This design comes from an exercise in tuning for small area on the open sky130 flow, not from production work. In this exercise RTL edits were held to simulation tests only and were not proved equivalent to the original. Power figures rest on the tool's default switching activity, not on a simulated workload.

==> flow/design.v <==
package pulse_pkg;
	typedef logic [24-1:0]      period_t;       
	typedef logic [16-1:0]        pulse_time_t;   
	typedef logic [8-1:0]   nut_width_t;
	typedef logic [8-1:0]       pulse_count_t;  
	typedef logic [8-1:0] blank_delay_t;
	typedef enum logic {
		MODE_CW,
		MODE_ECHO
	} seq_mode_t;
	typedef enum logic [1:0] {
		TR_PUMP,
		TR_GAP,
		TR_PI,
		TR_DONE
	} train_state_t;
	typedef enum logic {
		LD_IDLE,
		LD_ACK
	} load_state_t;
endpackage
`timescale 1ns/1ns
module pulse_top (
	input  logic         clk,
	input  logic         reset,
	input  logic         load_req,
	output logic         load_ack,
	input  pulse_pkg::period_t      period,
	input  pulse_pkg::pulse_time_t  pump_width,
	input  pulse_pkg::pulse_time_t  pi_delay,
	input  pulse_pkg::pulse_time_t  pi_width,
	input  pulse_pkg::pulse_time_t  nut_delay,
	input  pulse_pkg::nut_width_t   nut_width,
	input  pulse_pkg::pulse_count_t pi_count,
	input  pulse_pkg::blank_delay_t blank_delay,
	input  pulse_pkg::pulse_time_t  blank_width,
	input  logic         pump_en,
	input  logic         nut_en,
	input  logic         blank_en,
	output logic         sync_on,    
	output logic         pulse_on,   
	output logic         inhib       
);
	logic         req_s1, req_s2, ack, pending;
	logic         capture, swap, pstart;
	logic [23:0]  sh_period;
	logic [15:0]  sh_pump_width, sh_pi_delay, sh_pi_width, sh_nut_delay, sh_blank_width;
	logic [7:0]   sh_nut_width, sh_pi_count, sh_blank_delay;
	logic         sh_pump_en, sh_nut_en, sh_blank_en;
	logic [23:0]  a_period;
	logic [15:0]  a_pw, a_pd, a_wd, a_nd, a_bw;
	logic [7:0]   a_nw, a_n, a_bd;
	logic         a_pen, a_nen, a_ben;
	assign capture  = !ack && req_s2;
	assign swap     = pstart && pending;
	assign load_ack = ack;
	always_ff @(posedge clk) begin
		if (reset) begin
			req_s1 <= 1'b0;
			req_s2 <= 1'b0;
			ack    <= 1'b0;
		end else begin
			req_s1 <= load_req;
			req_s2 <= req_s1;
			ack    <= req_s2;
		end
	end
	always_ff @(posedge clk) begin
		if (capture) begin
			sh_period      <= period;
			sh_pump_width  <= pump_width;
			sh_pi_delay    <= pi_delay;
			sh_pi_width    <= pi_width;
			sh_nut_delay   <= nut_delay;
			sh_nut_width   <= nut_width;
			sh_pi_count    <= pi_count;
			sh_blank_delay <= blank_delay;
			sh_blank_width <= blank_width;
			sh_pump_en     <= pump_en;
			sh_nut_en      <= nut_en;
			sh_blank_en    <= blank_en;
		end
	end
	always_ff @(posedge clk) begin
		if (reset) begin
			pending  <= 1'b0;
			a_period <= 24'(2000);
			a_pw     <= 16'(30);
			a_pd     <= 16'(200);
			a_wd     <= 16'(30);
			a_nd     <= 16'(300);
			a_nw     <= 8'(50);
			a_n      <= 8'(1);
			a_bd     <= 8'(50);
			a_bw     <= 16'(100);
			a_pen    <= 1'b1;
			a_nen    <= 1'b0;
			a_ben    <= 1'b1;
		end else begin
			if (swap) begin
				a_period <= sh_period;
				a_pw     <= sh_pump_width;
				a_pd     <= sh_pi_delay;
				a_wd     <= sh_pi_width;
				a_nd     <= sh_nut_delay;
				a_nw     <= sh_nut_width;
				a_n      <= sh_pi_count;
				a_bd     <= sh_blank_delay;
				a_bw     <= sh_blank_width;
				a_pen    <= sh_pump_en;
				a_nen    <= sh_nut_en;
				a_ben    <= sh_blank_en;
			end
			if (capture) begin
				pending <= 1'b1;
			end else if (pstart) begin
				pending <= 1'b0;
			end
		end
	end
	logic        ph0;    
	logic [23:0] r, rr;
	assign rr     = ph0 ? a_period : r;
	assign pstart = (rr == 24'd0);
	always_ff @(posedge clk) begin
		r   <= rr - 24'd1;
		ph0 <= reset || pstart;
	end
	logic [17:0] step;    
	logic [16:0] q;       
	logic [16:0] s;       
	logic        nwin_e;
	logic        dz, wz, stepz, bdz, bwz;
	logic        wrap;    
	always_comb begin
		logic c;
		step[0] = a_wd[0];
		c = 1'b0;
		for (int i = 1; i < 17; i++) begin
			logic a, b;
			a       = (i < 16) ? a_wd[i] : 1'b0;
			b       = a_pd[i-1];
			step[i] = a ^ b ^ c;
			c       = (a & b) | (a & c) | (b & c);
		end
		step[17] = c;
		c = 1'b0;
		for (int i = 0; i < 16; i++) begin
			logic b;
			b    = (i < 8) ? a_bd[i] : 1'b0;
			q[i] = a_bw[i] ^ b ^ c;
			c    = (a_bw[i] & b) | (a_bw[i] & c) | (b & c);
		end
		q[16] = c;
		c = 1'b0;
		for (int i = 0; i < 16; i++) begin
			logic b;
			b    = (i < 8) ? (a_nw[i] && !nwin_e) : 1'b0;
			s[i] = a_nd[i] ^ b ^ c;
			c    = (a_nd[i] & b) | (a_nd[i] & c) | (b & c);
		end
		s[16] = c;
	end
	assign dz    = (a_pd == 16'd0);
	assign wz    = (a_wd == 16'd0);
	assign stepz = dz && wz;
	assign bdz   = (a_bd == 8'd0);
	assign bwz   = (a_bw == 16'd0);
	always_comb begin
		logic [17:0] sm, cy;
		logic c;
		for (int i = 0; i < 18; i++) begin
			sm[i] = a_period[i] ^ step[i] ^ ~rr[i];
			cy[i] = (a_period[i] & step[i]) | (a_period[i] & ~rr[i]) | (step[i] & ~rr[i]);
		end
		c = sm[0];   
		for (int i = 1; i < 18; i++) begin
			c = (sm[i] & cy[i-1]) | (sm[i] & c) | (cy[i-1] & c);
		end
		wrap = (&a_period[23:18]) && (rr[23:18] == 6'd0) && cy[17] && c;
	end
	logic        pump, gap, pdone, pstall, pin;
	logic [17:0] rp;
	logic [7:0]  pcnt;
	logic        pump_e, gap_e, pdone_e, pstall_e;
	logic [17:0] rp_e, dcnt, rp_nx;
	logic        rz, r1, pe, te, mctx, pact, adv_now, padv_raw, padv, last;
	logic        pump_vis, pi_vis, pvis, weq;
	assign pump_e   = ph0 || pump;
	assign gap_e    = !ph0 && gap;
	assign pdone_e  = !ph0 && pdone;
	assign pstall_e = !ph0 && pstall;
	assign rp_e     = ph0 ? {2'b0, a_pw} : rp;
	assign dcnt     = rp_e - 18'd1;
	assign rz       = (rp_e == 18'd0);
	assign r1       = (rp_e == 18'd1);
	assign pe       = pump_e && rz;                     
	assign te       = (pe && dz) || (gap_e && r1);      
	assign mctx     = te || (!pump_e && !gap_e);
	assign pact     = mctx && !pdone_e && !pstall_e;
	assign adv_now  = te ? wz : r1;
	assign padv_raw = pact && adv_now;
	assign padv     = padv_raw && !ph0;
	assign last     = (pcnt == 8'd1);
	assign pump_vis = pump_e && !rz;
	assign weq    = (dcnt[17:16] == 2'd0) && (dcnt[15:0] == a_wd);
	assign pvis   = pact && !adv_now && (te || pin || weq);
	assign pi_vis = pvis && !ph0;
	assign rp_nx  = padv_raw ? (last ? {1'b0, q} : step) :
	                te ? {2'b0, a_wd} : (pe ? {2'b0, a_pd} : dcnt);
	always_ff @(posedge clk) begin
		rp     <= rp_nx;
		pump   <= pump_e && !rz;
		gap    <= (pe && !dz) || (gap_e && !r1);
		pin    <= padv_raw ? dz : pvis;
		pdone  <= pdone_e || (padv && last);
		pstall <= pstall_e || (padv_raw && ph0) || (padv && !last && (stepz || wrap));
		pcnt   <= ph0 ? a_n : (padv ? pcnt - 8'd1 : pcnt);
	end
	logic        bidle, bstall, bdone;
	logic [17:0] cb, dcb;
	logic        bidle_e, bstall_e, bdone_e;
	logic        bstart, brun, c1, badv, blk_vis, bcmp;
	assign bidle_e  = ph0 || bidle;
	assign bstall_e = !ph0 && bstall;
	assign bdone_e  = !ph0 && bdone;
	assign bstart   = bidle_e && padv_raw;      
	assign brun     = !bidle_e && !bstall_e && !bdone_e;
	assign dcb      = cb - 18'd1;
	assign c1       = (cb == 18'd1);
	assign badv     = brun && c1;
	always_comb begin
		logic le;
		le = 1'b1;
		for (int i = 0; i < 16; i++) begin
			le = (dcb[i] ^ a_bw[i]) ? a_bw[i] : le;
		end
		bcmp = le && (dcb[17:16] == 2'd0);
	end
	assign blk_vis = ((bstart && bdz && !bwz) || (brun && !c1 && bcmp)) && !ph0;
	always_ff @(posedge clk) begin
		cb     <= bstart ? {1'b0, q} : (badv ? step : dcb);
		bidle  <= bidle_e && !bstart;
		bstall <= bstall_e || (badv && (stepz || wrap));
		bdone  <= bdone_e || (pdone_e && r1);
	end
	logic nwin, win, w0s;
	logic eq_s;
	assign nwin_e = nwin && !ph0;
	assign eq_s   = (rr[23:17] == 7'd0) && (rr[16:0] == s);
	assign win    = nwin_e ? !eq_s : (eq_s && (a_nw != 8'd0));
	always_ff @(posedge clk) begin
		nwin <= win;
		if (ph0) begin
			w0s <= win;
		end
	end
	logic cw, pulse_nx, sync_nx, inhib_nx, nut_nx;
	logic s1_pulse, s1_sync, s1_inhib;
	assign cw       = (a_n == 8'd0);
	assign pulse_nx = cw || (a_pen && pump_vis) || pi_vis;
	assign sync_nx  = !cw && !(pdone_e || (padv && last));
	assign inhib_nx = !cw && a_ben && !blk_vis;
	assign nut_nx   = a_nen && (ph0 ? w0s : win);
	always_ff @(posedge clk) begin
		if (reset) begin
			s1_pulse <= 1'b0;
			s1_sync  <= 1'b0;
			s1_inhib <= 1'b0;
			pulse_on <= 1'b0;
			sync_on  <= 1'b0;
			inhib    <= 1'b0;
		end else begin
			s1_pulse <= pulse_nx || nut_nx;
			s1_sync  <= sync_nx;
			s1_inhib <= inhib_nx;
			pulse_on <= s1_pulse;
			sync_on  <= s1_sync;
			inhib    <= s1_inhib;
		end
	end
endmodule
==> flow/flow/run.sh <==
#!/bin/bash
# The standard ORFS layout with three changes:
#  - synthesis maps logic with an area-oriented ABC script (flow/abc_area.script),
#  - port buffers use the smallest buffer cell,
#  - clock tree with clkbuf_8 clusters and no dummy loads.
set -euo pipefail
here=$(pwd)
export AREA_ABC_SCRIPT="$here/flow/abc_area.script"
export BUFFER_PORTS_ARGS="-buffer_cell sky130_fd_sc_hd__buf_1"
export CTS_ARGS="-sink_clustering_enable -repair_clock_nets -buf_list sky130_fd_sc_hd__clkbuf_8 -sink_clustering_size 20 -sink_clustering_max_diameter 60 -dont_use_dummy_load"
cat flow/abc_override.tcl synth_recipe.tcl > area_synth.tcl
sed "s|SYNTH_SCRIPT=[^ ]*|SYNTH_SCRIPT=$here/area_synth.tcl|" standard.sh > area_standard.sh
bash area_standard.sh finish > orfs_make.log 2>&1
==> flow/flow/abc_area.script <==
strash
dc2
dch -f
amap
topo
==> flow/flow/abc_override.tcl <==
# Technology mapping with an area-oriented ABC script instead of ORFS's delay-oriented one.
# Only the final mapping call changes: registers are mapped before it, as in the standard synthesis.
proc abc {args} {
  set i [lsearch -exact $args -script]
  if { $i >= 0 } {
    lset args [expr { $i + 1 }] $::env(AREA_ABC_SCRIPT)
  }
  yosys abc {*}$args
}
==> flow/standard.sh <==
#!/bin/bash
# synth_recipe.tcl (not shown) runs the flow's synth.tcl, then flattens the netlist and writes it again
# the make line also repeats each setting of config.mk as NAME=value (left out here)
make -C /OpenROAD-flow-scripts/flow DESIGN_CONFIG=/design/flow/config.mk WORK_HOME=/design/flow/orfs CLKGATE_MAP_FILE= SYNTH_SCRIPT=/design/flow/synth_recipe.tcl "${@:-finish}"
==> flow/config.mk <==
export PLATFORM = sky130hd
export DESIGN_NAME = pulse_top
export DESIGN_NICKNAME = pulse_top
export VERILOG_FILES = /design/flow/design.v
export SDC_FILE = /design/flow/constraint.sdc
export NUM_CORES = 4
export LEC_CHECK = 0
export CAP_MARGIN = 20
export CORE_MARGIN = 2
export CORE_UTILIZATION = 65
export SLEW_MARGIN = 20
==> flow/constraint.sdc <==
create_clock -name core_clock -period 10.0 [get_ports {clk}]
set_input_delay 2.0000 -clock core_clock [delete_from_list [all_inputs] [get_ports {clk}]]
set_output_delay 2.0000 -clock core_clock [all_outputs]
set_load 0.01 [all_outputs]
==> impl_metrics.ini, run 1 <==
[placed_design]
portBuffers = 137
dp_hpwl_mm = 25.2
pre_cts_ws_ns = 1.66
place.gp.congestion = 0.964
dp.cells = 1813

[global_route]
grt_pass1_wl_mm = 55.0
grt_antenna_before_repair = 0
grt_max_degree = 87
grt_usage_pct = 28.8
first_global_vias = 10500
grt_overflow = 0

[status]
status = complete, no violations

[floorplanning]
start_util_pct = 66.2
die-area_mm2 = 0.0242
die_y_um = 156
io_pins = 138
rows = 55
die_w_um = 156
core_area_mm2 = 0.0226

[clocking]
path_clk_slew_ns = 0.11
cts_root_buf = clkbuf_8
clk_path_buf_depth = 3
cts_tree = built
cts.htree.levels = 1
clock_latency_ns = 0.59
clock-sinks = 351
ctsHoldBuffers = 0
post_cts_resized = 0
post-cts-setup-buffer-count = 0
numCtsBuffers = 24

[sta]
maxSlewHeadroom_pct = 32.1
skew_ns = 0.0441
finalCritPeriodShare_pct = 85.7
fin_ws_ns = 1.43
min_period_ns = 8.57
fmax_mhz = 117
rsz0062_at_grt = false
fin_tns_setup_ns = 0
finalSetupViolations = 0
slew_violations = 0
hold_viol_final = 0
max_slew.worst_pin.slew_ns = 1.02

[drt]
ant_nets = 0
wire_per_inst_um = 19.0
drt_iter0_drc = 857
via_count = 11300
firstDrtPassIters = 7
routed_via_density = 6.18
drc = 0
routed_wl_mm = 34.9

[yosys]
synth_compound_gate_area_share_pct = 21.4
syn_nets = 1582
synth_edf_count = 140
ys_warn_count = 1
synthMuxAreaShare_pct = 0
synth-simple-area-share_pct = 9.84
ys_ff_latch = 351
ys_top_cells_by_area = dfxtp_1 28%, edfxtp_1 28%, fa_1 6.2%
synth-seq-area-share_pct = 56.4
syn_area_per_cell_um2 = 10.9
yosysTopAreaCellShare_pct = 28.3
synth_top_family_by_area = compound AO/OA/AOI/OAI gates
yosysTopAreaCell = dfxtp_1
synth_fa_ha_area_share_pct = 8.43
synth.distinct_cells = 51
synth-main-ff-cell = dfxtp_1
synthesis.area_mm2 = 0.0149
syn_inst = 1375
async_flop_share_pct = 0
yosys.area_share.xor_xnor_pct = 0.235

[setup_path]
endpoint_kind = flop
slowest_delay_ns = 0.44
path_max_fanout = 5
critPathBufInv = 3
crit_required_ns = 10.46
cpMaxStageDelayCell = fa_1
crit_family = adder cells
critPathLaunchType = flop
arrival_ns = 9.03
crit_top_cell = fa_1
path_class = flop to flop

[pwr]
pwr-share-clk_pct = 27.3
p_leak_nw = 5.48
peakVddDrop_mv = 0.140
p_per_area_mw_per_mm2 = 142
pwr-share-comb_pct = 6.2
swShare_pct = 22.4
p_switching_w = 0.000519
power_frac_seq_pct = 66.5
p_int_w = 0.00179

[min_path]
hold_path.class = flop to flop

[final_layout]
areaGrowthSynthToFinish_pct = 9.12
layout-drive-gt1-share_pct = 3.09
nets = 1761
n_antenna_cell = 0
instances_no_fill = 1837

[flow_run]
maxCapViolations = 0
## layer usage
metal | routed length, um | GRT usage (%) | vias to the layer above
li1 | - | - | 5511
met1 | 15600 | 41.2 | 5348
met2 | 15900 | 45.4 | 405
met3 | 2130 | 4.08 | 81
met4 | 1290 | 10.0 | 0
met5 | 0 | 0 | -
## through the flow
step	total power, W	util, %	area [um2]	hold WS (ns)
2_1_floorplan	0.00166	-	14900	0.401
3_3_place_gp	0.00170	70.7	16000	0.418
3_5_place_dp	0.00171	70.7	16000	0.422
4_1_cts	0.00232	72.2	16300	0.432
5_1_grt	0.00238	72.2	16300	0.439
6_report	0.00231	72.2	16300	0.433
## worst reg2reg max path: cells and delay by family, from the launching register on
| family | cells | cell delay, ns |
|---|---|---|
| buf+inv | 3 | 0.20 |
| flops | 1 | 0.42 |
| compound gates | 4 | 0.75 |
| fa+ha+maj | 17 | 6.51 |
| simple gates | 4 | 0.58 |
## cell usage after synthesis, drive strengths merged (14+ instances only)
cell type and number:
a21oi 100, a221o 33, a22oi 24, clkinv 144
dfxtp 211, edfxtp 140, fa 46, ha 27
nand2 113, nor2 119, nor3 23, nor4 14
o21ai 127, o221a 53, o22ai 86
## layout make-up
cell class | instances | area [um2]
inverter | 144 | 543
tap | 285 | 357
sequential | 351 | 8430
clock buffer | 24 | 330
fill | 1667 | 6270
timing repair buffer | 153 | 636
multi-input combinational | 880 | 6000
## power groups by stage
stage | Sequential [W] | Clock (W) | Combinational [W]
global route | 0.00154 | 0.000682 | 0.000161
finish | 0.00154 | 0.000631 | 0.000143
detailed placement | 0.00157 | 0 | 0.000140
floorplan | 0.00157 | 0 | 0.0000872
CTS | 0.00154 | 0.000642 | 0.000142
global placement | 0.00157 | 0 | 0.000136
## cells by family after synthesis
kind of cell | after synthesis
compound gates | 473
flops | 351
simple gates | 330
buf+inv | 144
fa+ha+maj | 73
xor+xnor | 4
## placed cells by master, fill, tap and decap left out, drive strengths merged, types with 7 or more instances in the layout
cell type | synthesis | layout
fa | 46 | 46
nor3 | 23 | 23
o22ai | 86 | 86
or4 | 8 | 8
a221o | 33 | 33
a22oi | 24 | 24
nand2 | 113 | 113
ha | 27 | 27
nand4 | 9 | 9
dfxtp | 211 | 211
edfxtp | 140 | 140
nor4 | 14 | 14
nand3 | 8 | 8
a21oi | 100 | 100
clkbuf | 0 | 25
nor2b | 9 | 9
or2 | 7 | 7
or3 | 8 | 8
o21ai | 127 | 127
clkinv | 144 | 142
buf | 0 | 152
o221a | 53 | 53
nor2 | 119 | 119
## registers in the layout, summed over array words and instances, names as in the netlist, 18 cells and up
name       flops
a_period      24
cb            18
r             24
rp            18
sh_period     24
## worst paths after layout
| check | start | endpoint | slack (ns) | cells past startpoint |
|---|---|---|---|---|
| max | a_wd[1]$_SDFFE_PP1P_ | pstall$_DFF_P_ | 1.43 | 28 |
| max reg2reg | a_wd[1]$_SDFFE_PP1P_ | pstall$_DFF_P_ | 1.43 | 28 |
| min | s1_pulse$_SDFF_PP0_ | pulse_on$_SDFF_PP0_ | 0.43 | 1 |
| min reg2reg | s1_pulse$_SDFF_PP0_ | pulse_on$_SDFF_PP0_ | 0.43 | 1 |
==> run 2, diff against run 1 <==
--- a/flow/config.mk
+++ b/flow/config.mk
@@ -7,5 +7,5 @@
 export LEC_CHECK = 0
 export CAP_MARGIN = 20
 export CORE_MARGIN = 2
-export CORE_UTILIZATION = 65
+export CORE_UTILIZATION = 40
 export SLEW_MARGIN = 20
==> run 2 against run 1 <==
Compared with the run above: largest cell class unchanged; still clean on timing, DRC and antenna; critical endpoint unchanged; clock-buffer cell count grew 10; sequential share of layout area decreased by 1.1 points; worst hold slack gained 0.0076 ns; synthesized area did not move; setup slack improved by 0.073 ns.
==> impl_metrics.ini, run 2 <==
[final_layout]
n_antenna_cell = 0
final_cell_mix = 210 x dfxtp_1, 142 x clkinv_1, 140 x edfxtp_1
areaGrowthSynthToFinish_pct = 11.6
seqCellArea_mm2 = 0.00843
nets = 1770
fillers = 3475
multi_input_area_mm2 = 0.00601
reg_top3 = a_period x24, r x24, sh_period x24
layout-drive-gt1-share_pct = 3.78
final_common_cell = dfxtp_1

[yosys]
synth-seq-area-share_pct = 56.4
synth_compound_gate_area_share_pct = 21.4
synth_fa_ha_area_share_pct = 8.43
synth-simple-area-share_pct = 9.84
synth_top_family_by_area = compound AO/OA/AOI/OAI gates
synth.distinct_cells = 51
syn_nets = 1582
synthMuxAreaShare_pct = 0
synth_edf_count = 140
ys_ff_latch = 351
synth-main-ff-cell = dfxtp_1
yosys.area_share.xor_xnor_pct = 0.235
yosysMostFrequentCell = dfxtp_1
syn_area_per_cell_um2 = 10.9
synth_common_cells = 211 x dfxtp_1, 144 x clkinv_1, 140 x edfxtp_1
yosysTopAreaCell = dfxtp_1
syn_inst = 1375
ys_top_cells_by_area = dfxtp_1 28%, edfxtp_1 28%, fa_1 6.2%
async_flop_share_pct = 0
synthesis.area_mm2 = 0.0149
ys_warn_count = 1
yosysTopAreaCellShare_pct = 28.3

[sta]
fmax_mhz = 118
max_slew.worst_pin.slew_ns = 1.04
min_period_ns = 8.49
fin_ws_ns = 1.51
finalCritPeriodShare_pct = 84.9
slew_violations = 0
rsz0062_at_grt = false
finalSetupViolations = 0
skew_ns = 0.0776
fin_tns_setup_ns = 0
maxSlewHeadroom_pct = 30.8
hold_viol_final = 0

[drt]
met1_length_mm = 18.0
wl_met2_mm = 17.8
ant_nets = 0
maxUsedRoutingLayer = met4
dr_wl_met3_mm = 2.05
wire_per_inst_um = 19.0
drt_iter0_drc = 683
routed_wl_mm = 38.6
drc = 0
firstDrtPassIters = 5
routed_via_density = 5.47
via_count = 11100

[placed_design]
portBuffers = 137
pre_cts_ws_ns = 1.60
dp_hpwl_mm = 26.9
place.gp.congestion = 0.882

[setup_path]
crit_top_cell = fa_1
slowest_delay_ns = 0.43
arrival_ns = 9.01
path_class = flop to flop
critPathLaunchType = flop
endpoint_kind = flop
crit_required_ns = 10.51
cpMaxStageDelayCell = fa_1
path_max_fanout = 4

[clocking]
cts_root_buf = clkbuf_8
numCtsBuffers = 34
post_cts_resized = 0
ctsHoldBuffers = 0
path_clk_slew_ns = 0.11
cts.htree.levels = 2
post-cts-setup-buffer-count = 0
cts_tree = built
clock-sinks = 351
clock_latency_ns = 0.62
clk_path_buf_depth = 3

[global_route]
grt_overflow = 0
grt_max_degree = 87
grt_antenna_before_repair = 0
grt_usage_pct = 20.1
grt_pass1_wl_mm = 60.7
first_global_vias = 10900

[status]
status = complete, no violations

[floorplanning]
core_area_mm2 = 0.0367
die_y_um = 197
die-area_mm2 = 0.0389
start_util_pct = 40.7
die_w_um = 197
rows = 70
io_pins = 138

[min_path]
hold_path.class = flop to flop

[pwr]
p_leak_nw = 5.55
peakVddDrop_mv = 0.109
p_total_w = 0.00246
p_per_area_mw_per_mm2 = 147

[flow_run]
maxCapViolations = 0
-- run 2: stage by stage --
stage | hold WS (ns) | area (um2) | std cells | utilization [%]
6_report | 0.441 | 16700 | 2029 | 45.4
5_1_grt | 0.458 | 16700 | 2029 | 45.4
4_1_cts | 0.442 | 16700 | 2029 | 45.4
3_5_place_dp | 0.422 | 16200 | 1995 | 44.1
3_3_place_gp | 0.420 | 16200 | 1995 | 44.1
2_1_floorplan | 0.401 | 14900 | 1375 | -
-- run 2: worst paths after layout --
check / from / slack [ns] / endpoint / cells past startpoint
hold / removal: sh_nut_delay[5]$_DFFE_PP_ / 0.44 / a_nd[5]$_SDFFE_PP1P_ / 1
setup reg to reg: a_pd[0]$_SDFFE_PP0P_ / 1.51 / pstall$_DFF_P_ / 28
hold reg to reg: sh_nut_delay[5]$_DFFE_PP_ / 0.44 / a_nd[5]$_SDFFE_PP1P_ / 1
setup / recovery: a_pd[0]$_SDFFE_PP0P_ / 1.51 / pstall$_DFF_P_ / 28
-- run 2: cell type report --
| class | instances | share of cell area [%] |
|---|---|---|
| multi-input cells | 880 | 36.1 |
| well taps | 468 | 3.51 |
| repair buffers | 152 | 3.77 |
| inverters | 144 | 3.26 |
| flip-flops and latches | 351 | 50.6 |
| clock buffers | 34 | 2.81 |
-- run 2: worst max-delay path: cells and delay by family, from the launching register on --
family / cells / cell delay, ns
AOI/OAI and AO/OA: 4 / 0.72
adders and majority gates: 17 / 6.48
DFF: 1 / 0.42
and+or+nand+nor: 4 / 0.59
buffers and inverters: 3 / 0.21
-- run 2: cells by family (layout without fill, tap and decap cells) --
logic type | Yosys count | in the layout
xor+xnor | 4 | 4
buf+inv | 144 | 330
fa+ha+maj | 73 | 73
compound gates | 473 | 473
flops | 351 | 351
simple gates | 330 | 330
-- run 2: power breakdown --
part           internal, W  switching (W)  total (W)  leakage, nW
Clock             0.000305       0.000469   0.000774        0.244
Sequential         0.00152      0.0000127    0.00154         3.01
Combinational    0.0000529      0.0000922   0.000145         2.29
-- run 2: metal layers --
metal / vias to the layer above / GRT usage, %
met2: 286 / 31.9
met3: 59 / 3.93
met4: 0 / 5.57
met1: 5247 / 27.9
li1: 5516 / -
met5: - / 0
==> run 3, diff against run 2 <==
--- a/flow/design.v
+++ b/flow/design.v
@@ -41,6 +41,14 @@
 	output logic         pulse_on,   
 	output logic         inhib       
 );
+	function automatic logic [23:0] dec24(input logic [23:0] x);
+		logic nz;
+		nz = 1'b0;
+		for (int i = 0; i < 24; i++) begin
+			dec24[i] = x[i] ^ !nz;
+			nz       = nz | x[i];
+		end
+	endfunction
 	logic         req_s1, req_s2, ack, pending;
 	logic         capture, swap, pstart;
 	logic [23:0]  sh_period;
@@ -123,7 +131,7 @@
 	assign rr     = ph0 ? a_period : r;
 	assign pstart = (rr == 24'd0);
 	always_ff @(posedge clk) begin
-		r   <= rr - 24'd1;
+		r   <= dec24(rr);
 		ph0 <= reset || pstart;
 	end
 	logic [17:0] step;    
@@ -191,7 +199,7 @@
 	assign pdone_e  = !ph0 && pdone;
 	assign pstall_e = !ph0 && pstall;
 	assign rp_e     = ph0 ? {2'b0, a_pw} : rp;
-	assign dcnt     = rp_e - 18'd1;
+	assign dcnt     = 18'(dec24({6'b0, rp_e}));
 	assign rz       = (rp_e == 18'd0);
 	assign r1       = (rp_e == 18'd1);
 	assign pe       = pump_e && rz;                     
@@ -215,7 +223,7 @@
 		pin    <= padv_raw ? dz : pvis;
 		pdone  <= pdone_e || (padv && last);
 		pstall <= pstall_e || (padv_raw && ph0) || (padv && !last && (stepz || wrap));
-		pcnt   <= ph0 ? a_n : (padv ? pcnt - 8'd1 : pcnt);
+		pcnt   <= ph0 ? a_n : (padv ? 8'(dec24({16'b0, pcnt})) : pcnt);
 	end
 	logic        bidle, bstall, bdone;
 	logic [17:0] cb, dcb;
@@ -226,7 +234,7 @@
 	assign bdone_e  = !ph0 && bdone;
 	assign bstart   = bidle_e && padv_raw;      
 	assign brun     = !bidle_e && !bstall_e && !bdone_e;
-	assign dcb      = cb - 18'd1;
+	assign dcb      = 18'(dec24({6'b0, cb}));
 	assign c1       = (cb == 18'd1);
 	assign badv     = brun && c1;
 	always_comb begin
--- a/flow/flow/run.sh
+++ b/flow/flow/run.sh
@@ -7,7 +7,7 @@
 here=$(pwd)
 export AREA_ABC_SCRIPT="$here/flow/abc_area.script"
 export BUFFER_PORTS_ARGS="-buffer_cell sky130_fd_sc_hd__buf_1"
-export CTS_ARGS="-sink_clustering_enable -repair_clock_nets -buf_list sky130_fd_sc_hd__clkbuf_8 -sink_clustering_size 20 -sink_clustering_max_diameter 60 -dont_use_dummy_load"
+export CTS_ARGS="-sink_clustering_enable -repair_clock_nets -buf_list sky130_fd_sc_hd__clkbuf_8 -sink_clustering_size 16 -sink_clustering_max_diameter 60 -dont_use_dummy_load"
 cat flow/abc_override.tcl synth_recipe.tcl > area_synth.tcl
 sed "s|SYNTH_SCRIPT=[^ ]*|SYNTH_SCRIPT=$here/area_synth.tcl|" standard.sh > area_standard.sh
 bash area_standard.sh finish > orfs_make.log 2>&1
==> flow/flow/abc_area.script (replaced) <==
strash
dc2
dch -f
amap -F 3 -A 8
topo
==> flow/config.mk (replaced) <==
export PLATFORM = sky130hd
export DESIGN_NAME = pulse_top
export DESIGN_NICKNAME = pulse_top
export VERILOG_FILES = /design/flow/design.v
export SDC_FILE = /design/flow/constraint.sdc
export NUM_CORES = 4
export LEC_CHECK = 0
export CAP_MARGIN = 0
export CORE_MARGIN = 2
export CORE_UTILIZATION = 65
export SLEW_MARGIN = 0
==> run 3 against run 2 <==
Compared with the run above: still clean on timing, DRC and antenna; sequential cell count did not move; non-clock buffer count fell by 4; wire length fell by 11%; clock skew fell by 0.039 ns; core utilization rose by 26 points; final cell count fell by 16%; largest cell class unchanged.
==> impl_metrics.ini, run 3 <==
[final_layout]
fillers = 1712
final_common_cell = dfxtp_1
post-route-util_pct = 71.9
layout-drive-gt1-share_pct = 3.25
reg_top3 = a_period x24, r x24, sh_period x24
n_antenna_cell = 0
areaGrowthSynthToFinish_pct = 9.19
nets = 1682
final_cell_mix = 210 x dfxtp_1, 150 x clkinv_1, 140 x edfxtp_1
instances_no_fill = 1702

[clocking]
cts_tree = built
post_cts_resized = 0
ctsHoldBuffers = 0
cts_root_buf = clkbuf_8
numCtsBuffers = 28
clock-sinks = 351
clk_path_buf_depth = 3
clock_latency_ns = 0.59
cts.htree.levels = 1
path_clk_slew_ns = 0.10
post-cts-setup-buffer-count = 0

[drt]
drt_iter0_drc = 911
ant_nets = 0
routed_wl_mm = 34.4
via_count = 10600
drc = 0
firstDrtPassIters = 5
wire_per_inst_um = 20.2
routed_via_density = 6.25

[global_route]
top_usage_layer = met2
global_route.usage.met2_pct = 44.7
grt_overflow = 0
first_global_vias = 10200
grtUsageMet1_pct = 42.3
gr-usage-met3_pct = 4.18
grt_antenna_before_repair = 0
grt_usage_pct = 28.5
grt_max_degree = 118
grt_pass1_wl_mm = 54.2

[placed_design]
portBuffers = 137
place.gp.congestion = 0.938
dp_hpwl_mm = 24.2
dp.cells = 1674

[setup_path]
slowest_delay_ns = 0.47
crit_required_ns = 10.54
crit_top_cell = fa_1
arrival_ns = 8.50
reg2reg_slack_ns = 2.04
critPathLaunchType = flop
endpoint_kind = flop
path_class = flop to flop
path_max_fanout = 6
cpMaxStageDelayCell = fa_1

[yosys]
ys_ff_latch = 351
synth-main-ff-cell = dfxtp_1
synth.distinct_cells = 44
syn_area_per_cell_um2 = 12.0
synth_edf_count = 140
syn_inst = 1241
ys_warn_count = 1
yosysMostFrequentCell = dfxtp_1
ys_top_cells_by_area = dfxtp_1 28%, edfxtp_1 28%, ha_1 7.0%
synth_common_cells = 211 x dfxtp_1, 152 x clkinv_1, 140 x edfxtp_1
synthesis.area_mm2 = 0.0149
syn_nets = 1504
async_flop_share_pct = 0
yosysTopAreaCell = dfxtp_1
yosysTopAreaCellShare_pct = 28.4
synth-seq-area-share_pct = 56.7

[sta]
timing.hold.ws_ns = 0.442
finalCritPeriodShare_pct = 79.6
fin_tns_setup_ns = 0
rsz0062_at_grt = false
skew_ns = 0.0391
slew_violations = 0
min_period_ns = 7.96
fmax_mhz = 126
maxSlewHeadroom_pct = 23.9
max_slew.worst_pin.slew_ns = 1.14
finalSetupViolations = 0
hold_viol_final = 0

[pwr]
p_per_area_mw_per_mm2 = 145
peakVddDrop_mv = 0.138
p_leak_nw = 5.75
p_total_w = 0.00235

[flow_run]
maxCapViolations = 0

[min_path]
hold_path.class = flop to flop

[status]
status = complete, no violations

[floorplanning]
die-area_mm2 = 0.0241
die_y_um = 155
rows = 55
core_area_mm2 = 0.0226
start_util_pct = 65.8
io_pins = 138
die_w_um = 155
run 3: changes by cell type in the layout (fill, tap and decap cells not counted), moves of 8 or more:
cell	change
nor2_1	-42
a21oi_1	-14
a22o_1	+8
o22ai_1	-17
clkinv_1	+8
o21ai_0	-60
ha_1	+56
o221ai_1	+8
a22oi_1	+11
nand2_1	-57
nor3_1	-15
run 3: where the power goes:
group	internal [W]	switching (W)	total [W]
clock network	0.000249	0.000424	0.000674
logic	0.0000543	0.0000915	0.000146
registers	0.00152	0.0000111	0.00154
total	0.00183	0.000527	0.00235
run 3: stage by stage:
stage / instance area, um2 / setup WS [ns]
floorplan: 14900 / 0.223
global placement: 15800 / 2.18
detailed placement: 15800 / 2.06
CTS: 16200 / 2.08
global route: 16200 / 1.73
finish: 16200 / 2.04
run 3: worst paths after layout:
check	start	to	cells after the start
worst max-delay path	a_wd[1]$_SDFFE_PP1P_	pstall$_DFF_P_	27
worst min-delay path	s1_sync$_SDFF_PP0_	sync_on$_SDFF_PP0_	1
worst max register to register	a_wd[1]$_SDFFE_PP1P_	pstall$_DFF_P_	27
worst min register to register	s1_sync$_SDFF_PP0_	sync_on$_SDFF_PP0_	1
run 3: kinds of logic (layout without fill, tap and decap cells):
family | count (synthesis) | in the layout | share of synthesized area, %
AOI/OAI and AO/OA | 410 | 410 | 20.1
xor gates and xnor gates | 1 | 1 | 0.0590
adders and majority gates | 129 | 129 | 13.2
buffers and inverters | 152 | 328 | 3.84
DFF | 351 | 351 | 56.7
and+or+nand+nor | 198 | 198 | 6.14
run 3: area by class of cell:
cell class	count	area (um2)	area share, %
Clock buffer	28	385	2.38
Inverter	152	573	3.53
Multi-Input combinational cell	738	5880	36.3
Sequential cell	351	8430	52.0
Tap cell	285	357	2.20
Timing Repair Buffer	148	598	3.69
run 3: layer usage:
layer	vias up	routed length, um
met5	-	0
met4	0	871
met3	67	2030
met2	401	15700
met1	5087	15800
li1	5088	-
run 3: worst max-delay path: cells and delay by family (launching register included):
kind | cells | cell delay [ns]
adder cells (fa/ha/maj) | 17 | 6.41
AND/OR/NAND/NOR | 5 | 0.50
flip-flops | 1 | 0.44
AO/OA/AOI/OAI | 2 | 0.37
buffers and inverters | 3 | 0.24
==> run 4, diff against run 3 <==
--- a/flow/config.mk
+++ b/flow/config.mk
@@ -5,7 +5,7 @@
 export SDC_FILE = /design/flow/constraint.sdc
 export NUM_CORES = 4
 export LEC_CHECK = 0
-export CAP_MARGIN = 0
+export CAP_MARGIN = 20
 export CORE_MARGIN = 2
 export CORE_UTILIZATION = 65
-export SLEW_MARGIN = 0
+export SLEW_MARGIN = 20
==> run 4 against run 3 <==
Compared with the run above: global-route usage did not move; final cell count did not move; cell area is essentially flat; still clean on timing, DRC and antenna; first-iteration DRC count stayed put; wire length did not move; sequential power barely moved; largest power group unchanged; clock-buffer cell count did not move.
==> impl_metrics.ini, run 4 <==
[setup_path]
arrival_ns = 8.50
path_class = flop to flop
critPathLaunchType = flop
crit_required_ns = 10.54
reg2reg_slack_ns = 2.04
endpoint_kind = flop
path_max_fanout = 6

[clocking]
ctsHoldBuffers = 0
clk_path_buf_depth = 3
cts_tree = built
path_clk_slew_ns = 0.10
post-cts-setup-buffer-count = 0
cts.htree.levels = 1
clock_latency_ns = 0.59
post_cts_resized = 0
clock-sinks = 351
cts_root_buf = clkbuf_8
numCtsBuffers = 28

[pwr]
pwr-share-comb_pct = 6.2
p_per_area_mw_per_mm2 = 145
pwr-share-clk_pct = 28.6
p_switching_w = 0.000527
swShare_pct = 22.4
peakVddDrop_mv = 0.138
p_int_w = 0.00183
power_frac_seq_pct = 65.2
p_leak_nw = 5.75

[sta]
min_period_ns = 7.96
fin_tns_setup_ns = 0
slew_violations = 0
finalSetupViolations = 0
maxSlewHeadroom_pct = 28.6
hold_viol_final = 0
finalCritPeriodShare_pct = 79.6
fin_ws_ns = 2.04
fmax_mhz = 126
skew_ns = 0.0389
max_slew.worst_pin.slew_ns = 1.07
rsz0062_at_grt = false

[yosys]
yosysMostFrequentCell = dfxtp_1
synth.distinct_cells = 44
synth_fa_ha_area_share_pct = 13.2
async_flop_share_pct = 0
yosys.area_share.xor_xnor_pct = 0.0589
synth-simple-area-share_pct = 6.14
synth-main-ff-cell = dfxtp_1
synth_common_cells = 211 x dfxtp_1, 152 x clkinv_1, 140 x edfxtp_1
yosysTopAreaCellShare_pct = 28.4
ys_top_cells_by_area = dfxtp_1 28%, edfxtp_1 28%, ha_1 7.0%
syn_area_per_cell_um2 = 12.0
yosysTopAreaCell = dfxtp_1
synthesis.area_mm2 = 0.0149
syn_nets = 1504
synth_edf_count = 140
ys_warn_count = 1
syn_inst = 1241
synth-seq-area-share_pct = 56.7
synthMuxAreaShare_pct = 0
synth_compound_gate_area_share_pct = 20.1
ys_ff_latch = 351
synth_top_family_by_area = compound AO/OA/AOI/OAI gates

[final_layout]
areaGrowthSynthToFinish_pct = 9.20
layout-drive-gt1-share_pct = 3.25
nets = 1682
final_cell_mix = 210 x dfxtp_1, 150 x clkinv_1, 140 x edfxtp_1
final_common_cell = dfxtp_1
reg_top3 = a_period x24, r x24, sh_period x24
n_antenna_cell = 0

[drt]
wire_per_inst_um = 20.2
routed_via_density = 6.25
drc = 0
routed_wl_mm = 34.4
via_count = 10600
drt_iter0_drc = 911
firstDrtPassIters = 5
ant_nets = 0

[global_route]
grt_overflow = 0
first_global_vias = 10200
grt_usage_pct = 28.5
grt_pass1_wl_mm = 54.2
grt_antenna_before_repair = 0
grt_max_degree = 118

[status]
status = complete, no violations

[placed_design]
pre_cts_ws_ns = 2.06
portBuffers = 137
place.gp.congestion = 0.938
dp_hpwl_mm = 24.2

[floorplanning]
start_util_pct = 65.8
io_pins = 138
die-area_mm2 = 0.0241
core_area_mm2 = 0.0226
die_y_um = 155
die_w_um = 155
rows = 55

[flow_run]
maxCapViolations = 0

[min_path]
hold_path.class = flop to flop
[run 4: cell counts after synthesis]
No cell type changed its count.
[run 4: cells by family (layout without fill, tap and decap cells)]
kind of cell	Yosys count	after routing
AO/OA/AOI/OAI	410	410
XOR/XNOR	1	1
adder cells (fa/ha/maj)	129	129
buffers and inverters	152	328
flip-flops	351	351
AND/OR/NAND/NOR	198	198
[run 4: area by class of cell]
| class | count | area [um2] |
|---|---|---|
| flip-flops and latches | 351 | 8430 |
| inverters | 152 | 576 |
| fillers | 1711 | 6340 |
| repair buffers | 148 | 598 |
| multi-input cells | 738 | 5880 |
| well taps | 285 | 357 |
| clock buffers | 28 | 385 |
[run 4: per-stage QoR]
stage / std cells / utilization [%] / hold slack, ns / total power, W / instance area [um2]
after floorplan: 1241 / - / 0.401 / 0.00165 / 14900
after global placement: 1674 / 70.2 / 0.419 / 0.00171 / 15800
after detailed placement: 1674 / 70.2 / 0.422 / 0.00171 / 15800
after CTS: 1702 / 71.9 / 0.443 / 0.00236 / 16200
after global routing: 1702 / 71.9 / 0.460 / 0.00243 / 16200
final: 1702 / 71.9 / 0.442 / 0.00235 / 16200
[run 4: worst max-delay path, stage by stage, from the launching register on]
cell and delay (ns):
dfxtp_1 0.44, ha_1 0.20, clkinv_1 0.07, fa_1 0.37
fa_1 0.38, fa_1 0.39, fa_1 0.40, fa_1 0.39
fa_1 0.39, fa_1 0.42, fa_1 0.42, fa_1 0.41
fa_1 0.40, fa_1 0.41, fa_1 0.41, fa_1 0.40
fa_1 0.38, clkinv_1 0.06, ha_1 0.17, clkinv_1 0.11
fa_1 0.47, a211oi_1 0.28, nand4b_1 0.13, nor2_1 0.12
nor2_1 0.06, nor2_1 0.09, o21ai_0 0.09, nand2_1 0.10
[run 4: metal layers]
layer / vias up / wire length, um / part of all wire (%) / GRT usage, %
met5: - / 0 / 0 / 0
met4: 0 / 871 / 2.5 / 7.51
met3: 67 / 2010 / 5.9 / 4.18
met2: 397 / 15700 / 46 / 44.7
met1: 5090 / 15800 / 46 / 42.3
li1: 5088 / - / - / -
[run 4: power by group through the flow]
stage	sequential (W)	combinational, W	clock, W
after detailed placement	0.00157	0.000143	0
after global placement	0.00157	0.000139	0
final	0.00154	0.000146	0.000673
after CTS	0.00154	0.000144	0.000684
after global routing	0.00154	0.000163	0.000733
after floorplan	0.00157	0.0000843	0
[run 4: path summary, 6_finish.rpt]
path / from / endpoint / cells past startpoint
setup / recovery: a_wd[1]$_SDFFE_PP1P_ / pstall$_DFF_P_ / 27
setup reg to reg: a_wd[1]$_SDFFE_PP1P_ / pstall$_DFF_P_ / 27
hold reg to reg: s1_sync$_SDFF_PP0_ / sync_on$_SDFF_PP0_ / 1
hold / removal: s1_sync$_SDFF_PP0_ / sync_on$_SDFF_PP0_ / 1
==> run 5, diff against run 4 <==
==> flow/flow/abc_area.script (replaced) <==
strash
dc2
dch -f
dch -f
amap -F 3 -A 8
topo
==> run 5 against run 4 <==
Compared with the run above: non-clock buffer count increased by 4; fmax shrank 2.2%; synthesized cell count decreased by 3.0%; largest power group unchanged; clock-buffer cell count unchanged; register-to-register slack got worse by 0.18 ns; wire length rose by 1.1%; sequential share of layout area increased by 0.32 points; still clean on timing, DRC and antenna; largest cell class unchanged; sequential power about the same.
==> impl_metrics.ini, run 5 <==
[placed_design]
dp_hpwl_mm = 24.7
place.gp.congestion = 0.940
portBuffers = 137
pre_cts_ws_ns = 1.93
place_area_mm2 = 0.0157

[global_route]
grt_pass1_wl_mm = 55.2
grt_max_degree = 108
grt_usage_pct = 29.4
first_global_vias = 10300
grt_overflow = 0
grt_antenna_before_repair = 1

[yosys]
synth-main-ff-cell = dfxtp_1
ys_ff_latch = 351
synth_common_cells = 211 x dfxtp_1, 143 x clkinv_1, 140 x edfxtp_1
async_flop_share_pct = 0
ys_top_cells_by_area = dfxtp_1 29%, edfxtp_1 29%, ha_1 7.0%
syn_nets = 1467
yosysTopAreaCell = dfxtp_1
synth.distinct_cells = 40
synth_edf_count = 140
syn_area_per_cell_um2 = 12.2
syn_inst = 1204
yosysMostFrequentCell = dfxtp_1
synth-seq-area-share_pct = 57.2
ys_warn_count = 1
yosysTopAreaCellShare_pct = 28.7
synthesis.area_mm2 = 0.0147

[sta]
slew_violations = 0
max_slew.worst_pin.slew_ns = 1.30
timing.hold.ws_ns = 0.405
fmax_mhz = 123
min_period_ns = 8.14
fin_tns_setup_ns = 0
fin_ws_ns = 1.86
hold_viol_final = 0
finalSetupViolations = 0
rsz0062_at_grt = false
skew_ns = 0.0500
finalCritPeriodShare_pct = 81.4
maxSlewHeadroom_pct = 12.8

[setup_path]
path_max_fanout = 6
path_class = flop to flop
crit_required_ns = 10.53
endpoint_kind = flop
arrival_ns = 8.67
critPathLaunchType = flop

[clocking]
ctsHoldBuffers = 0
clk_path_buf_depth = 3
clock_latency_ns = 0.60
path_clk_slew_ns = 0.09
post_cts_resized = 0
cts_root_buf = clkbuf_8
clock-sinks = 351
cts.htree.levels = 1
numCtsBuffers = 28
post-cts-setup-buffer-count = 0
cts_tree = built

[pwr]
peakVddDrop_mv = 0.113
p_per_area_mw_per_mm2 = 147
p_leak_nw = 5.76

[final_layout]
final_cell_mix = 211 x dfxtp_1, 141 x clkinv_1, 140 x edfxtp_1
final_area_mm2 = 0.0161
nets = 1649
final_common_cell = dfxtp_1
n_antenna_cell = 0
reg_top3 = a_period x24, r x24, sh_period x24
post-route-util_pct = 71.9
layout-drive-gt1-share_pct = 3.54
areaGrowthSynthToFinish_pct = 9.46

[min_path]
hold_path.class = flop to flop

[floorplanning]
io_pins = 138
die_y_um = 155
rows = 55
die_w_um = 155
die-area_mm2 = 0.0239
core_area_mm2 = 0.0224
start_util_pct = 65.7

[drt]
routed_wl_mm = 34.8
routed_via_density = 6.34
ant_nets = 0
firstDrtPassIters = 5
drt_iter0_drc = 878
wire_per_inst_um = 20.8
drc = 0
via_count = 10600

[status]
status = complete, no violations

[flow_run]
maxCapViolations = 0
run 5: cell count changes after synthesis, sizes merged, moves of 9 or more:
cell    before  now
o22ai       69  116
nor2        76   49
a22oi       35    9
a21oi       86   63
o22a         2   20
a22o        14    0
or4          3   14
clkinv     152  143
run 5: stage by stage:
stage | power [W] | std cells
after floorplan | 0.00167 | 1204
after global placement | 0.00173 | 1641
after detailed placement | 0.00173 | 1641
after CTS | 0.00238 | 1669
after global routing | 0.00245 | 1669
final | 0.00237 | 1669
run 5: routing by layer:
| layer | track usage [%] | routed length (um) |
|---|---|---|
| met5 | 1.66 | 65 |
| met4 | 8.95 | 1000 |
| met3 | 3.92 | 2400 |
| met2 | 43.9 | 15300 |
| met1 | 45.2 | 16000 |
run 5: critical path: stages (launching register included):
cell,delay [ns]
dfxtp_1,0.45
ha_1,0.19
clkinv_1,0.07
fa_1,0.38
fa_1,0.40
fa_1,0.41
fa_1,0.40
fa_1,0.38
fa_1,0.42
fa_1,0.40
fa_1,0.43
fa_1,0.39
fa_1,0.41
fa_1,0.40
fa_1,0.41
fa_1,0.42
fa_1,0.38
clkinv_1,0.06
ha_1,0.15
clkinv_1,0.10
fa_1,0.47
a21oi_1,0.19
nand3_1,0.11
nor4_1,0.29
a21oi_1,0.09
nand2_1,0.13
a31o_1,0.14
run 5: final cells by class:
class / instances / area (um2)
timing repair buffer: 152 / 628
clock buffer: 28 / 385
sequential: 351 / 8430
fill: 1598 / 6310
tap: 285 / 357
inverter: 143 / 539
multi-input combinational: 710 / 5790
run 5: cells by family (layout without fill, tap and decap cells):
| logic type | Yosys count | after routing | share of synthesized area [%] |
|---|---|---|---|
| AOI/OAI and AO/OA | 411 | 411 | 20.3 |
| DFF | 351 | 351 | 57.2 |
| and+or+nand+nor | 169 | 169 | 5.47 |
| buffers and inverters | 143 | 323 | 3.64 |
| adders and majority gates | 129 | 129 | 13.3 |
| xor gates and xnor gates | 1 | 1 | 0.0595 |
run 5: path summary, 6_finish.rpt:
path / from / to / slack, ns / cells after the start
worst max-delay path: a_wd[1]$_SDFFE_PP1P_ / pstall$_DFF_P_ / 1.86 / 26
worst min-delay path: sh_nut_delay[2]$_DFFE_PP_ / a_nd[2]$_SDFFE_PP1P_ / 0.40 / 1
worst max register to register: a_wd[1]$_SDFFE_PP1P_ / pstall$_DFF_P_ / 1.86 / 26
worst min register to register: sh_nut_delay[2]$_DFFE_PP_ / a_nd[2]$_SDFFE_PP1P_ / 0.40 / 1
run 5: power by group:
group	switching (W)	leakage (nW)	total (W)	internal [W]
Clock	0.000420	0.201	0.000669	0.000249
Combinational	0.000100	2.55	0.000165	0.0000648
Sequential	0.0000125	3.01	0.00154	0.00153
Total	0.000532	5.76	0.00237	0.00184
==> run 6, diff against run 5 <==
--- a/flow/config.mk
+++ b/flow/config.mk
@@ -7,5 +7,5 @@
 export LEC_CHECK = 0
 export CAP_MARGIN = 20
 export CORE_MARGIN = 2
-export CORE_UTILIZATION = 65
+export CORE_UTILIZATION = 72
 export SLEW_MARGIN = 20
==> run 6 against run 5 <==
Compared with the run above: cell area is 0.29% lower; still clean; core utilization is 7.8 points higher; first-iteration DRC count grew 6.4%; sequential power about the same; sequential cell count unchanged; total power is 1.0% lower; highest routed layer is now met4; sequential share of layout area rose by 0.15 points; setup slack better by 0.033 ns; clock power shrank 4.0%; synthesized area stayed put; critical path depth is 1 higher; combinational power is essentially flat.
==> impl_metrics.ini, run 6 <==
[sta]
finalCritPeriodShare_pct = 81.1
rsz0062_at_grt = false
finalSetupViolations = 0
maxSlewHeadroom_pct = 17.1
slew_violations = 0
hold_viol_final = 0
timing.hold.ws_ns = 0.454
min_period_ns = 8.11
skew_ns = 0.0417
max_slew.worst_pin.slew_ns = 1.23
fin_tns_setup_ns = 0
fmax_mhz = 123

[final_layout]
final_common_cell = dfxtp_1
reg_top3 = a_period x24, r x24, sh_period x24
nets = 1647
areaGrowthSynthToFinish_pct = 9.15
n_antenna_cell = 0
final_cell_mix = 211 x dfxtp_1, 141 x clkinv_1, 140 x edfxtp_1
post-route-util_pct = 79.7
layout-drive-gt1-share_pct = 3.40

[drt]
routed_wl_mm = 35.2
via_count = 10800
drt_iter0_drc = 934
wire_per_inst_um = 21.3
firstDrtPassIters = 6
drc = 0
routed_via_density = 6.55
ant_nets = 0

[clocking]
cts.htree.levels = 1
cts_tree = built
clk_path_buf_depth = 3
numCtsBuffers = 26
clock_latency_ns = 0.58
post-cts-setup-buffer-count = 0
ctsHoldBuffers = 0
clock-sinks = 351
post_cts_resized = 0
path_clk_slew_ns = 0.10
cts_root_buf = clkbuf_8

[yosys]
synth-main-ff-cell = dfxtp_1
async_flop_share_pct = 0
yosysTopAreaCell = dfxtp_1
synth_edf_count = 140
synth-seq-area-share_pct = 57.2
ys_ff_latch = 351
ys_top_cells_by_area = dfxtp_1 29%, edfxtp_1 29%, ha_1 7.0%
synthesis.area_mm2 = 0.0147
syn_inst = 1204
syn_nets = 1467
synth.distinct_cells = 40
yosysMostFrequentCell = dfxtp_1
syn_area_per_cell_um2 = 12.2
ys_warn_count = 1
yosysTopAreaCellShare_pct = 28.7
synth_common_cells = 211 x dfxtp_1, 143 x clkinv_1, 140 x edfxtp_1

[floorplanning]
die_w_um = 147
die_y_um = 147
core_area_mm2 = 0.0202
start_util_pct = 73.0
rows = 52
die-area_mm2 = 0.0216
io_pins = 138

[setup_path]
endpoint_kind = flop
path_max_fanout = 6
crit_required_ns = 10.52
critPathLaunchType = flop
path_class = flop to flop
arrival_ns = 8.63

[placed_design]
portBuffers = 137
dp_hpwl_mm = 24.9
place.gp.congestion = 1.01

[min_path]
hold_path.class = flop to flop

[pwr]
p_per_area_mw_per_mm2 = 146
power_frac_seq_pct = 65.6
p_switching_w = 0.000524
peakVddDrop_mv = 0.141
swShare_pct = 22.3
p_int_w = 0.00183
p_leak_nw = 5.75
pwr-share-comb_pct = 7.0
pwr-share-clk_pct = 27.3

[global_route]
grt_pass1_wl_mm = 55.9
grt_antenna_before_repair = 0
grt_overflow = 0
first_global_vias = 10700
grt_max_degree = 111
grt_usage_pct = 32.7

[status]
status = complete, no violations

[flow_run]
maxCapViolations = 0
run 6: worst max-delay path, cell delays in order, from the launching register on:
cell and delay [ns]:
dfxtp_1 0.43, ha_1 0.18, clkinv_1 0.07, fa_1 0.39
fa_1 0.39, fa_1 0.39, fa_1 0.38, fa_1 0.41
fa_1 0.40, fa_1 0.41, fa_1 0.39, fa_1 0.41
fa_1 0.41, fa_1 0.40, fa_1 0.42, fa_1 0.40
fa_1 0.38, clkinv_1 0.07, ha_1 0.22, clkinv_1 0.08
fa_1 0.44, a22oi_1 0.19, nand2_1 0.08, o221a_1 0.11
nor4_1 0.24, a21oi_1 0.10, nand2_1 0.13, a31o_1 0.14
run 6: stage by stage:
step	cells	power [W]	setup slack [ns]	instance area, um2
6_report	1652	0.00235	1.89	16100
2_1_floorplan	1204	0.00167	0.0152	14700
3_3_place_gp	1626	0.00173	2.06	15700
3_5_place_dp	1626	0.00174	2.01	15700
5_1_grt	1652	0.00243	1.58	16100
4_1_cts	1652	0.00236	1.94	16100
run 6: power by group through the flow:
| stage | logic (W) | registers (W) | clock network [W] |
|---|---|---|---|
| 2_1_floorplan | 0.0000991 | 0.00158 | 0 |
| 3_3_place_gp | 0.000155 | 0.00157 | 0 |
| 3_5_place_dp | 0.000161 | 0.00157 | 0 |
| 4_1_cts | 0.000163 | 0.00154 | 0.000656 |
| 5_1_grt | 0.000181 | 0.00154 | 0.000701 |
| 6_report | 0.000166 | 0.00154 | 0.000642 |
run 6: layout make-up:
type | count | area (um2)
fillers | 1279 | 4090
multi-input cells | 710 | 5790
well taps | 270 | 338
clock buffers | 26 | 358
repair buffers | 152 | 628
flip-flops and latches | 351 | 8430
inverters | 143 | 539
run 6: routing by layer:
layer / wire, um / up-vias / GRT usage (%) / part of all wire [%]
met5: 0 / - / 0 / 0
met4: 1170 / 0 / 11.3 / 3.3
met3: 3170 / 91 / 5.99 / 9.0
met2: 16200 / 558 / 51.5 / 46
met1: 14700 / 5171 / 46.5 / 42
li1: - / 5007 / - / -
run 6: worst paths after layout:
kind                        startpoint                 end  cells past startpoint  slack [ns]
setup / recovery  a_wd[1]$_SDFFE_PP1P_      pstall$_DFF_P_                     27        1.89
hold / removal      s1_sync$_SDFF_PP0_  sync_on$_SDFF_PP0_                      1        0.45
setup reg to reg  a_wd[1]$_SDFFE_PP1P_      pstall$_DFF_P_                     27        1.89
hold reg to reg     s1_sync$_SDFF_PP0_  sync_on$_SDFF_PP0_                      1        0.45
run 6: cell families (layout without fill, tap and decap cells):
group,count (synthesis),count (layout),share of synthesized area [%]
AND/OR/NAND/NOR,169,169,5.47
buffers and inverters,143,321,3.64
XOR/XNOR,1,1,0.0595
adder cells (fa/ha/maj),129,129,13.3
AO/OA/AOI/OAI,411,411,20.3
flip-flops,351,351,57.2
==> run 7, diff against run 6 <==
--- a/flow/design.v
+++ b/flow/design.v
@@ -225,15 +225,14 @@
 		pstall <= pstall_e || (padv_raw && ph0) || (padv && !last && (stepz || wrap));
 		pcnt   <= ph0 ? a_n : (padv ? 8'(dec24({16'b0, pcnt})) : pcnt);
 	end
-	logic        bidle, bstall, bdone;
+	logic        bidle, boff;    
 	logic [17:0] cb, dcb;
-	logic        bidle_e, bstall_e, bdone_e;
+	logic        bidle_e, boff_e;
 	logic        bstart, brun, c1, badv, blk_vis, bcmp;
 	assign bidle_e  = ph0 || bidle;
-	assign bstall_e = !ph0 && bstall;
-	assign bdone_e  = !ph0 && bdone;
+	assign boff_e   = !ph0 && boff;
 	assign bstart   = bidle_e && padv_raw;      
-	assign brun     = !bidle_e && !bstall_e && !bdone_e;
+	assign brun     = !bidle_e && !boff_e;
 	assign dcb      = 18'(dec24({6'b0, cb}));
 	assign c1       = (cb == 18'd1);
 	assign badv     = brun && c1;
@@ -249,8 +248,7 @@
 	always_ff @(posedge clk) begin
 		cb     <= bstart ? {1'b0, q} : (badv ? step : dcb);
 		bidle  <= bidle_e && !bstart;
-		bstall <= bstall_e || (badv && (stepz || wrap));
-		bdone  <= bdone_e || (pdone_e && r1);
+		boff   <= boff_e || (badv && (stepz || wrap)) || (pdone_e && r1);
 	end
 	logic nwin, win, w0s;
 	logic eq_s;
==> run 7 against run 6 <==
Compared with the run above: fmax decreased by 0.66%; cell area is 0.24% higher; critical path depth unchanged; largest power group unchanged; core utilization is 0.19 points higher; wire length grew 0.25%; still clean on timing, DRC and antenna; register-to-register slack lost 0.05 ns; critical path type unchanged; first-iteration DRC count rose by 12%; final cell count grew 0.42%; setup slack lost 0.054 ns; clock-buffer cell count rose by 2.
==> impl_metrics.ini, run 7 <==
[status]
status = complete, no violations

[global_route]
grt_overflow = 0
first_global_vias = 10300
grt_usage_pct = 32.4
grt_antenna_before_repair = 0
grt_max_degree = 89
grt_pass1_wl_mm = 55.2

[final_layout]
fillers = 1263
final_common_cell = dfxtp_1
layout-drive-gt1-share_pct = 3.46
reg_top3 = a_period x24, r x24, sh_period x24
n_antenna_cell = 0
final_cell_mix = 210 x dfxtp_1, 148 x clkinv_1, 140 x edfxtp_1
nets = 1654
areaGrowthSynthToFinish_pct = 9.28

[floorplanning]
io_pins = 138
die-area_mm2 = 0.0216
die_y_um = 147
start_util_pct = 73.1
rows = 52
die_w_um = 147
core_area_mm2 = 0.0202

[pwr]
p_int_w = 0.00184
swShare_pct = 22.4
p_switching_w = 0.000532
peakVddDrop_mv = 0.160
power_frac_seq_pct = 64.8
pwr-share-clk_pct = 28.2
p_per_area_mw_per_mm2 = 147
p_total_w = 0.00237
p_leak_nw = 5.75
pwr-share-comb_pct = 7.0

[drt]
via_count = 10900
wire_per_inst_um = 21.3
ant_nets = 0
routed_via_density = 6.56
drt_iter0_drc = 1050
drc = 0
firstDrtPassIters = 6
routed_wl_mm = 35.3

[setup_path]
worstSetupEndpoint = boff$_DFF_P_
r2r_end = boff$_DFF_P_
reg2reg_slack_ns = 1.84
crit_required_ns = 10.47
ff2ff_path_depth = 27
slowest_delay_ns = 0.54
cpMaxStageDelayCell = fa_1
crit_top_cell = fa_1
arrival_ns = 8.63
critPathLaunchType = flop
r2r-start = a_wd[1]$_SDFFE_PP1P_
path_class = flop to flop
critPathBufInv = 4
path_max_fanout = 6
endpoint_kind = flop
crit_family = adder cells
path_depth = 27
crit_start = a_wd[1]$_SDFFE_PP1P_

[clocking]
ctsHoldBuffers = 0
cts_tree = built
cts_root_buf = clkbuf_8
post_cts_resized = 0
clk_path_buf_depth = 3
clock_latency_ns = 0.59
clock-sinks = 350
path_clk_slew_ns = 0.10
post-cts-setup-buffer-count = 0
cts.htree.levels = 1
numCtsBuffers = 28

[sta]
min_period_ns = 8.16
fin_tns_setup_ns = 0
fin_ws_ns = 1.84
skew_ns = 0.0651
maxSlewHeadroom_pct = 28.0
slew_violations = 0
rsz0062_at_grt = false
max_slew.worst_pin.slew_ns = 1.08
fmax_mhz = 122
finalCritPeriodShare_pct = 81.6
finalSetupViolations = 0
timing.hold.ws_ns = 0.413
hold_viol_final = 0

[yosys]
synth.distinct_cells = 43
syn_area_per_cell_um2 = 12.2
ys_ff_latch = 350
synth_edf_count = 140
yosysMostFrequentCell = dfxtp_1
yosysTopAreaCell = dfxtp_1
syn_nets = 1472
synth-main-ff-cell = dfxtp_1
ys_top_cells_by_area = dfxtp_1 29%, edfxtp_1 29%, ha_1 7.0%
synthesis.area_mm2 = 0.0147
synth-seq-area-share_pct = 57.0
synth_common_cells = 210 x dfxtp_1, 150 x clkinv_1, 140 x edfxtp_1
async_flop_share_pct = 0
syn_inst = 1209
ys_warn_count = 1
yosysTopAreaCellShare_pct = 28.5

[placed_design]
dp_hpwl_mm = 24.8
portBuffers = 137
place.gp.congestion = 1.04
pre_cts_ws_ns = 1.96

[flow_run]
maxCapViolations = 0

[min_path]
hold_path.class = flop to flop
-- run 7: worst min-delay path by stage --
stage / startpoint / to / cells past startpoint
2_1_floorplan: req_s2$_SDFF_PP0_ / ack$_SDFF_PP0_ / 2
3_3_place_gp: s1_sync$_SDFF_PP0_ / sync_on$_SDFF_PP0_ / 1
3_5_place_dp: s1_inhib$_SDFF_PP0_ / inhib$_SDFF_PP0_ / 1
4_1_cts: sh_nut_delay[5]$_DFFE_PP_ / a_nd[5]$_SDFFE_PP1P_ / 1
5_1_grt: sh_nut_delay[5]$_DFFE_PP_ / a_nd[5]$_SDFFE_PP1P_ / 1
6_report: sh_nut_delay[5]$_DFFE_PP_ / a_nd[5]$_SDFFE_PP1P_ / 1
-- run 7: area by class of cell --
type / count / area, um2 / share of cell area [%]
Clock buffer: 28 / 385 / 2.39
Sequential cell: 350 / 8410 / 52.2
Multi-Input combinational cell: 709 / 5790 / 35.9
Tap cell: 270 / 338 / 2.10
Inverter: 150 / 566 / 3.51
Timing Repair Buffer: 152 / 628 / 3.90
-- run 7: logic make-up after synthesis --
kind of cell	after synthesis	synth area share (%)
compound gates	414	20.4
simple gates	166	5.54
flops	350	57.0
fa+ha+maj	129	13.3
buf+inv	150	3.82
-- run 7: per-layer routing --
layer  GRT usage [%]  up-vias  wire length [um]
li1                -     5019                 -
met1            46.3     5127             14500
met2            51.3      640             16400
met3            5.00       89              3180
met4            11.1        0              1260
met5               0        -                 0
-- run 7: worst reg2reg max path, stage by stage (launching register included) --
cell and delay, ns:
dfxtp_1 0.46, ha_1 0.20, clkinv_1 0.08, fa_1 0.38, fa_1 0.39, fa_1 0.39
fa_1 0.43, fa_1 0.40, fa_1 0.39, fa_1 0.40, fa_1 0.39, fa_1 0.39
fa_1 0.39, fa_1 0.40, fa_1 0.42, fa_1 0.39, fa_1 0.38, clkinv_1 0.06
ha_1 0.12, clkinv_1 0.14, fa_1 0.54, a22oi_1 0.07, nand2_1 0.07, o221a_1 0.17
nor4_1 0.05, a21o_1 0.18, a222oi_1 0.26, clkinv_1 0.11
-- run 7: power by group through the flow --
stage	Sequential (W)	Combinational, W	Clock (W)
final	0.00154	0.000167	0.000669
after detailed placement	0.00157	0.000162	0
after CTS	0.00154	0.000163	0.000676
after floorplan	0.00157	0.000101	0
after global placement	0.00157	0.000156	0
after global routing	0.00154	0.000184	0.000721
-- run 7: metrics by stage --
stage	cells	instance area [um2]	util (%)
final	1659	16100	79.9
after global routing	1659	16100	79.9
after CTS	1659	16100	79.9
after detailed placement	1631	15700	78.0
after global placement	1631	15700	78.0
after floorplan	1209	14800	-

separate check: timing with driven ports:
Ports are ideal in the flow. The routed layouts listed here were re-timed in OpenROAD. Step 1 assumes that a clkbuf_16 drives the clock port and a buf_2 every other input. Step 2 also shifts input and output timing later by t, the mid clock arrival at the registers, as if the neighbouring blocks saw the same clock. a / b / c = no drivers / after step 1 / after step 2; a / b = the first two.
| run | t (ns) | setup slack, ns | clock arrival spread, ns |
|---|---|---|---|
| run 1 | 0.611 | 1.434 / 1.434 / 1.434 | 0.044 / 0.045 |
| run 2 | 0.622 | 1.506 / 1.506 / 1.506 | 0.078 / 0.078 |
| run 3 | 0.619 | 2.037 / 2.037 / 2.037 | 0.040 / 0.039 |
| run 4 | 0.619 | 2.037 / 2.037 / 2.037 | 0.039 / 0.039 |
| run 5 | 0.618 | 1.856 / 1.856 / 1.856 | 0.054 / 0.054 |
| run 6 | 0.606 | 1.889 / 1.889 / 1.889 | 0.041 / 0.042 |
| run 7 | 0.612 | 1.835 / 1.835 / 1.835 | 0.074 / 0.074 |
After both steps setup and hold are still met in every run listed.
